Background: an optimization exercise with open tools, aiming at small area and a short achievable clock period. Do not read the settings as production practice.
In this exercise RTL edits were held to simulation tests only and were not proved equivalent to the original.

**flow/design.v**
```verilog
package ga_pkg;
    typedef enum logic [3:0] {
        IDLE, INIT_GEN, EVAL_REQ, EVAL_WAIT, GEN_END,
        SEL_A, SEL_B, XOVER, MUTATE, DONE
    } ga_state_t;
    localparam logic [31:0] LFSR_TAPS = 32'h8020_0003;
    function automatic logic [63:0] fit_min(input int unsigned w);
        fit_min = 64'd1 << (w - 1);
    endfunction
endpackage
import ga_pkg::*;
module ga_lfsr32
(
    input  logic        clk,
    input  logic        reset_n,
    input  logic        load,
    input  logic        en,
    input  logic [31:0] seed,
    output logic [31:0] q
);
    always_ff @(posedge clk or negedge reset_n) begin
        if (!reset_n)
            q <= '0;
        else if (load)
            q <= (seed == '0) ? 32'h1 : seed;
        else if (en)
            q <= {1'b0, q[31:1]} ^ (q[0] ? LFSR_TAPS : '0);
    end
endmodule
import ga_pkg::*;
module ga_engine
#(
    parameter int unsigned CHROM_W    = 32,
    parameter int unsigned FIT_W      = 27,
    parameter int unsigned POP_SIZE   = 16,
    parameter int unsigned MAX_GEN    = 100,
    parameter int unsigned MUT_THRESH = 8,
    localparam int unsigned GEN_W     = (MAX_GEN > 0) ? $clog2(MAX_GEN + 1) : 1
) (
    input  logic               clk,
    input  logic               reset_n,
    input  logic [31:0]        seed,
    input  logic               start,
    output logic               busy,
    output logic               done,
    output logic [GEN_W-1:0]   generation,
    output logic [CHROM_W-1:0] best,
    output logic [FIT_W-1:0]   best_fit,
    output logic               fit_req_valid,
    input  logic               fit_req_ready,
    output logic [CHROM_W-1:0] fit_req_chrom,
    input  logic               fit_rsp_valid,
    input  logic [FIT_W-1:0]   fit_rsp_fit
);
    localparam int unsigned IDX_W = $clog2(POP_SIZE);
    localparam int unsigned ENT_W = CHROM_W + FIT_W;
    localparam logic [FIT_W-1:0] FIT_MIN = {1'b1, {(FIT_W-1){1'b0}}};
    ga_pkg::ga_state_t  state;
    logic [31:0]        rng;
    logic               init_gen;
    logic               cur_sel;
    logic [IDX_W-1:0]   idx;
    logic [CHROM_W-1:0] cand, pa, pb;
    logic [ENT_W-1:0]   bank [2][POP_SIZE];
    logic               start_ok;
    logic [GEN_W-1:0]   gen_next;
    logic               last_gen;
    assign start_ok      = start && (state == IDLE || state == DONE);
    assign gen_next      = init_gen ? generation : generation + 1'b1;
    assign last_gen      = (gen_next == GEN_W'(MAX_GEN));
    assign fit_req_chrom = cand;
    ga_lfsr32 u_lfsr (
        .clk     (clk),
        .reset_n (reset_n),
        .load    (start_ok),
        .en      (busy),
        .seed    (seed),
        .q       (rng)
    );
    logic [IDX_W-1:0]   r1, r2;
    logic [ENT_W-1:0]   e1, e2;
    logic [CHROM_W-1:0] parent;
    assign r1 = rng[IDX_W-1:0];
    assign r2 = rng[16 +: IDX_W];
    assign e1 = bank[cur_sel][r1];
    assign e2 = bank[cur_sel][r2];
    assign parent = ($signed(e2[FIT_W-1:0]) > $signed(e1[FIT_W-1:0])) ?
                    e2[ENT_W-1:FIT_W] : e1[ENT_W-1:FIT_W];
    logic [31:0]        xpos, mpos;
    logic [CHROM_W-1:0] xmask, child, mutated;
    assign xpos = ({8'b0, rng[31:8]} % (CHROM_W - 1)) + 1;
    assign mpos = {8'b0, rng[31:8]} % CHROM_W;
    always_comb begin
        xmask   = {CHROM_W{1'b1}} << xpos;
        child   = (pa & xmask) | (pb & ~xmask);
        mutated = cand;
        if ({24'b0, rng[7:0]} < MUT_THRESH)
            mutated = cand ^ ({{(CHROM_W-1){1'b0}}, 1'b1} << mpos);
    end
    logic               wr_en, wr_bank;
    logic [IDX_W-1:0]   wr_idx;
    logic [ENT_W-1:0]   wr_data;
    always_comb begin
        wr_en   = 1'b0;
        wr_bank = ~cur_sel;
        wr_idx  = idx;
        wr_data = {cand, fit_rsp_fit};
        if (state == EVAL_WAIT && fit_rsp_valid) begin
            wr_en = 1'b1;
        end else if (state == GEN_END && !last_gen) begin
            wr_en   = 1'b1;
            wr_bank = cur_sel;
            wr_idx  = '0;
            wr_data = {best, best_fit};
        end
    end
    always_ff @(posedge clk) begin
        if (wr_en)
            bank[wr_bank][wr_idx] <= wr_data;
    end
    always_ff @(posedge clk or negedge reset_n) begin
        if (!reset_n) begin
            state             <= IDLE;
            busy              <= 1'b0;
            done              <= 1'b0;
            generation        <= '0;
            best              <= '0;
            best_fit          <= '0;
            fit_req_valid <= 1'b0;
            init_gen          <= 1'b0;
            cur_sel           <= 1'b0;
            idx               <= '0;
            cand              <= '0;
            pa                <= '0;
            pb                <= '0;
        end else begin
            case (state)
                IDLE, DONE: if (start) begin
                    state      <= INIT_GEN;
                    busy       <= 1'b1;
                    done       <= 1'b0;
                    generation <= '0;
                    idx        <= '0;
                    init_gen   <= 1'b1;
                    best       <= '0;
                    best_fit   <= FIT_MIN;
                end
                INIT_GEN: begin
                    cand              <= rng[CHROM_W-1:0];
                    fit_req_valid <= 1'b1;
                    state             <= EVAL_REQ;
                end
                EVAL_REQ: if (fit_req_ready) begin
                    fit_req_valid <= 1'b0;
                    state             <= EVAL_WAIT;
                end
                EVAL_WAIT: if (fit_rsp_valid) begin
                    if ($signed(fit_rsp_fit) > $signed(best_fit)) begin
                        best     <= cand;
                        best_fit <= fit_rsp_fit;
                    end
                    if (idx == IDX_W'(POP_SIZE - 1)) begin
                        state <= GEN_END;
                    end else begin
                        idx   <= idx + 1'b1;
                        state <= init_gen ? INIT_GEN : SEL_A;
                    end
                end
                GEN_END: begin
                    cur_sel    <= ~cur_sel;
                    init_gen   <= 1'b0;
                    generation <= gen_next;
                    if (last_gen) begin
                        state <= DONE;
                        busy  <= 1'b0;
                        done  <= 1'b1;
                    end else begin
                        idx   <= IDX_W'(1);
                        state <= SEL_A;
                    end
                end
                SEL_A: begin
                    pa    <= parent;
                    state <= SEL_B;
                end
                SEL_B: begin
                    pb    <= parent;
                    state <= XOVER;
                end
                XOVER: begin
                    cand  <= child;
                    state <= MUTATE;
                end
                MUTATE: begin
                    cand              <= mutated;
                    fit_req_valid <= 1'b1;
                    state             <= EVAL_REQ;
                end
                default: state <= IDLE;
            endcase
        end
    end
endmodule
```
**flow/run.sh**
```bash
#!/bin/bash
# synth_recipe.tcl (not shown) runs the flow's synth.tcl, then flattens the netlist and writes it again
# the make line also repeats each setting of config.mk as NAME=value (left out here)
make -C /OpenROAD-flow-scripts/flow DESIGN_CONFIG=/design/flow/config.mk WORK_HOME=/design/flow/orfs CLKGATE_MAP_FILE= SYNTH_SCRIPT=/design/flow/synth_recipe.tcl finish
```
**flow/config.mk**
```make
export PLATFORM = sky130hd
export DESIGN_NAME = ga_engine
export DESIGN_NICKNAME = ga_engine
export VERILOG_FILES = /design/flow/design.v
export SDC_FILE = /design/flow/constraint.sdc
export NUM_CORES = 4
export LEC_CHECK = 0
export CAP_MARGIN = 20
export CORE_MARGIN = 2
export CORE_UTILIZATION = 45
export SLEW_MARGIN = 20
```
**flow/constraint.sdc**
```tcl
create_clock -name core_clock -period 14.0 [get_ports {clk}]
set_input_delay 2.8000 -clock core_clock [delete_from_list [all_inputs] [get_ports {clk}]]
set_output_delay 2.8000 -clock core_clock [all_outputs]
set_load 0.01 [all_outputs]
```
==> impl_metrics.env <==
export IMPL_outcome="timing/DRC/antenna clean"
export IMPL_netlist_instances=5534
export IMPL_report_final_slew_viol_count=0
export IMPL_first_global_vias=60120
export IMPL_clk_pin_slew_ns=0.06
export IMPL_hold_class="flop to flop"
export IMPL_drt_wl_total_mm=312.9
export IMPL_min_period_ns=13.39
export IMPL_port_buffers=164
export IMPL_synth_seq_cells=2095
export IMPL_cpMostUsedCell="a21oi_1"
export IMPL_fin_nets=5839
export IMPL_yosysTopAreaCell="edfxtp_1"
export IMPL_finalWorstSetupSlack_ns=0.6078
export IMPL_layout_drive_gt1_share_pct=33.47
export IMPL_drc=0
export IMPL_grt_max_degree=117
export IMPL_cts_tree="done"
export IMPL_max_slew_margin_pct=22.45
export IMPL_setup_worst_path_start="u_lfsr.q[31]"
export IMPL_ys_flop_type="edfxtp_1"
export IMPL_syn_avg_cell_area_sq_um=18.45
export IMPL_min_period_over_period_pct=95.66
export IMPL_overflow=0
export IMPL_fillCellCount=17970
export IMPL_max_stage_delay_ns=0.53
export IMPL_postRouteAntennaNets=0
export IMPL_track_usage_pct=27.16
export IMPL_ios=165
export IMPL_maxCapViolations=0
export IMPL_hold_start="pb[30]"
export IMPL_antenna_found_initial=12
export IMPL_num_vias=59810
export IMPL_crit_path_start_kind="flop"
export IMPL_drt_pass1_iter_count=6
export IMPL_syn_num_nets=5657
export IMPL_slowest_stage="dfrtp_2"
export IMPL_crit_path_end_kind="flop"
export IMPL_path_max_fanout=20
export IMPL_hpwl_mm=176.5
export IMPL_r2r_end="cand[8]"
export IMPL_cts_buffer_depth=3
export IMPL_floorplan_die_height_um=480.4
export IMPL_die_width_um=480.4
export IMPL_fin_tns_setup_ns=0
export IMPL_worstSetupPathType="flop to flop"
export IMPL_reg2reg_from="u_lfsr.q[31]"
export IMPL_die_area_sq_mm=0.2308
export IMPL_hold_violations=0
export IMPL_via_per_inst=6.718
export IMPL_arrival_ns=14.14
export IMPL_syn_area_sq_mm=0.1021
export IMPL_wire_per_inst_um=35.14
export IMPL_setup_violations=0
export IMPL_synth_area_top_cells="edfxtp_1 56%, mux4_2 26%, dfrtp_1 5.1%"
export IMPL_path_buf_inv=4
export IMPL_area_delta_synth_final_pct=13.24
export IMPL_seq_area_frac_synth_pct=60.59
export IMPL_numPlacedInstances=8476
export IMPL_min_to="pb[30]"
export IMPL_fin_cells=8903
export IMPL_grt_pass1_wl_mm=445.9
export IMPL_worst_slew_pin_transition_ns=1.163
export IMPL_crit_required_ns=14.75
export IMPL_synth_top_area_share_pct=55.51
export IMPL_numCtsBuffers=221
export IMPL_core_area_sq_mm=0.2251
export IMPL_fp_row_count=174
export IMPL_cts_sinks=2095
export IMPL_clk_latency_ns=0.88
export IMPL_cp_top_family="compound AO/OA/AOI/OAI gates"
export IMPL_synthArstFlopShare_pct=9.881
export IMPL_initial_core_util_pct=45.37
export IMPL_synth_edf_count=1888
export IMPL_hold_depth=2
export IMPL_place_congestion=0.8962
export IMPL_fin_skew_ns=0.04991
export IMPL_fmax_mhz=74.67
export IMPL_yosysWarnings=2
export IMPL_preCtsSetupSlack_ns=-0.2208
export IMPL_drt_iter0_drc=8100
export IMPL_synth_cell_type_count=123
export IMPL_reg2reg_depth=49
export IMPL_cts_root_buf="clkbuf_16"
export IMPL_htree_levels=4
export IMPL_r2r_setup_slack_ns=0.61
[cells in the mapped netlist (all sizes together) (23+ instances only)]
master / instances
a211oi: 24
a21o: 30
a21oi: 142
a22o: 63
buf: 137
clkbuf: 271
dfrtp: 207
edfxtp: 1888
ha: 59
inv: 57
mux2: 71
mux2i: 129
mux4: 1180
nand2: 328
nand2b: 27
nand3: 35
nand4: 34
nor2: 185
nor3: 47
nor4: 23
o21ai: 218
xnor2: 24
[metal layers]
metal	global-route usage, %	routed length (um)
met5	0	0
met4	8.486	10510
met3	4.995	29180
met2	43.47	149900
met1	38.03	123300
[worst register-to-register path, delay by kind of cell (launching register included)]
| kind | cells | cell delay [ns] |
|---|---|---|
| flops | 1 | 0.53 |
| fa+ha+maj | 3 | 0.78 |
| compound gates | 26 | 6.56 |
| mux | 5 | 1.74 |
| buf+inv | 4 | 0.67 |
| simple gates | 8 | 2.07 |
| xor+xnor | 3 | 0.94 |
[final cells by class]
type	instances	area, sq um	share of cell area (%)
Multi-Input combinational cell	2973	39210	33.90
Inverter	58	225.2	0.1947
Antenna cell	5	12.51	0.01082
Timing Repair Buffer	367	3307	2.859
Clock buffer	273	5849	5.058
Sequential cell	2095	61910	53.53
Tap cell	2992	3744	3.237
Clock inverter	140	1390	1.202
[state kept, by name, indices dropped and copies added (netlist names)]
signal	cells
bank	1888
best	32
best_fit	27
busy	1
cand	32
cur_sel	1
done	1
fit_req_valid	1
generation	7
idx	4
init_gen	1
pa	32
pb	32
state	4
u_lfsr.q	32
[per-stage QoR]
stage	hold WS, ns	util (%)	cell area (sq um)
2_1_floorplan	0.4418	-	102100
3_3_place_gp	0.4638	47.92	107900
3_5_place_dp	0.4731	47.95	107900
4_1_cts	0.4840	51.17	115200
5_1_grt	0.4956	51.37	115600
6_report	0.4845	51.37	115600
[how the worst max path moves through the flow]
| stage | end | slack, ns | depth (start not counted) |
|---|---|---|---|
| final | cand[8] | 0.61 | 49 |
| after detailed placement | cand[8] | -0.22 | 46 |
| after CTS | cand[8] | 0.11 | 45 |
| after floorplan | cand[13] | 2.16 | 47 |
| after global routing | cand[8] | -0.08 | 47 |
| after global placement | cand[24] | -0.05 | 47 |
[logic make-up (layout without fill, tap and decap cells)]
group	after synthesis	in the layout	share of synthesized area, %
flip-flops	2095	2095	60.59
multiplexers	1380	1380	28.10
AND/OR/NAND/NOR	788	788	3.626
AO/OA/AOI/OAI	699	699	4.779
buffers and inverters	466	838	1.756
adder cells (fa/ha/maj)	59	59	0.7228
XOR/XNOR	47	47	0.4325
other	0	5	0
[layout by cell type (no fill, tap or decap), drive strengths merged, types with 12 or more instances in the layout]
| cell type | n |
|---|---|
| mux2 | 71 |
| a21o | 30 |
| o21ai | 218 |
| clkbuf | 273 |
| a21oi | 142 |
| clkdlybuf4s50 | 163 |
| nor2b | 17 |
| mux2i | 129 |
| mux4 | 1180 |
| o211ai | 19 |
| nand4 | 34 |
| or2 | 16 |
| ha | 59 |
| nor4 | 23 |
| a22o | 63 |
| a211oi | 24 |
| xnor2 | 24 |
| buf | 204 |
| edfxtp | 1888 |
| dfrtp | 207 |
| nor3 | 47 |
| and2 | 17 |
| inv | 69 |
| a221oi | 20 |
| o21a | 15 |
| nand2 | 328 |
| nor2 | 185 |
| nand3 | 35 |
| nand2b | 27 |
| o31ai | 12 |
| and3 | 14 |
| o22ai | 14 |
| a31oi | 13 |
| clkinv | 97 |
| xor2 | 22 |
| or3 | 16 |
| bufinv | 24 |
[timing repair]
action,4_1_cts,5_1_grt
resized for setup,2,41
endpoints found under the setup margin,30,32
pin swaps,0,6
setup buffers,0,5
hold buffers,0,0

re-timing with driven ports:
In the flow no input, the clock included, has a driving cell. The finished layout below was timed again as built, in two steps.
Step 1 sets driving cells, clkbuf_16 on the clock port and buf_2 on the other inputs (assumed; they add their load-dependent delay and slew).
Step 2 moves the port delays by t, midway between the first and last clock arrival at a register: inputs arrive t later, outputs are due t later. That takes back most of the time a late clock gives input paths.
Slacks: ideal / step 1 / step 2; pairs: ideal / step 1.
t, ns: 0.947
setup slack, ns: 0.608 / 0.608 / 0.608
worst hold slack (ns): 0.485 / 0.485 / 0.485
slew at the worst register clock pin (ns): 0.06 / 0.06
After both steps setup and hold are still met in this run. For this run, drivers alone change the setup slack by 0.000 ns; drivers and shift together by 0.000 ns.
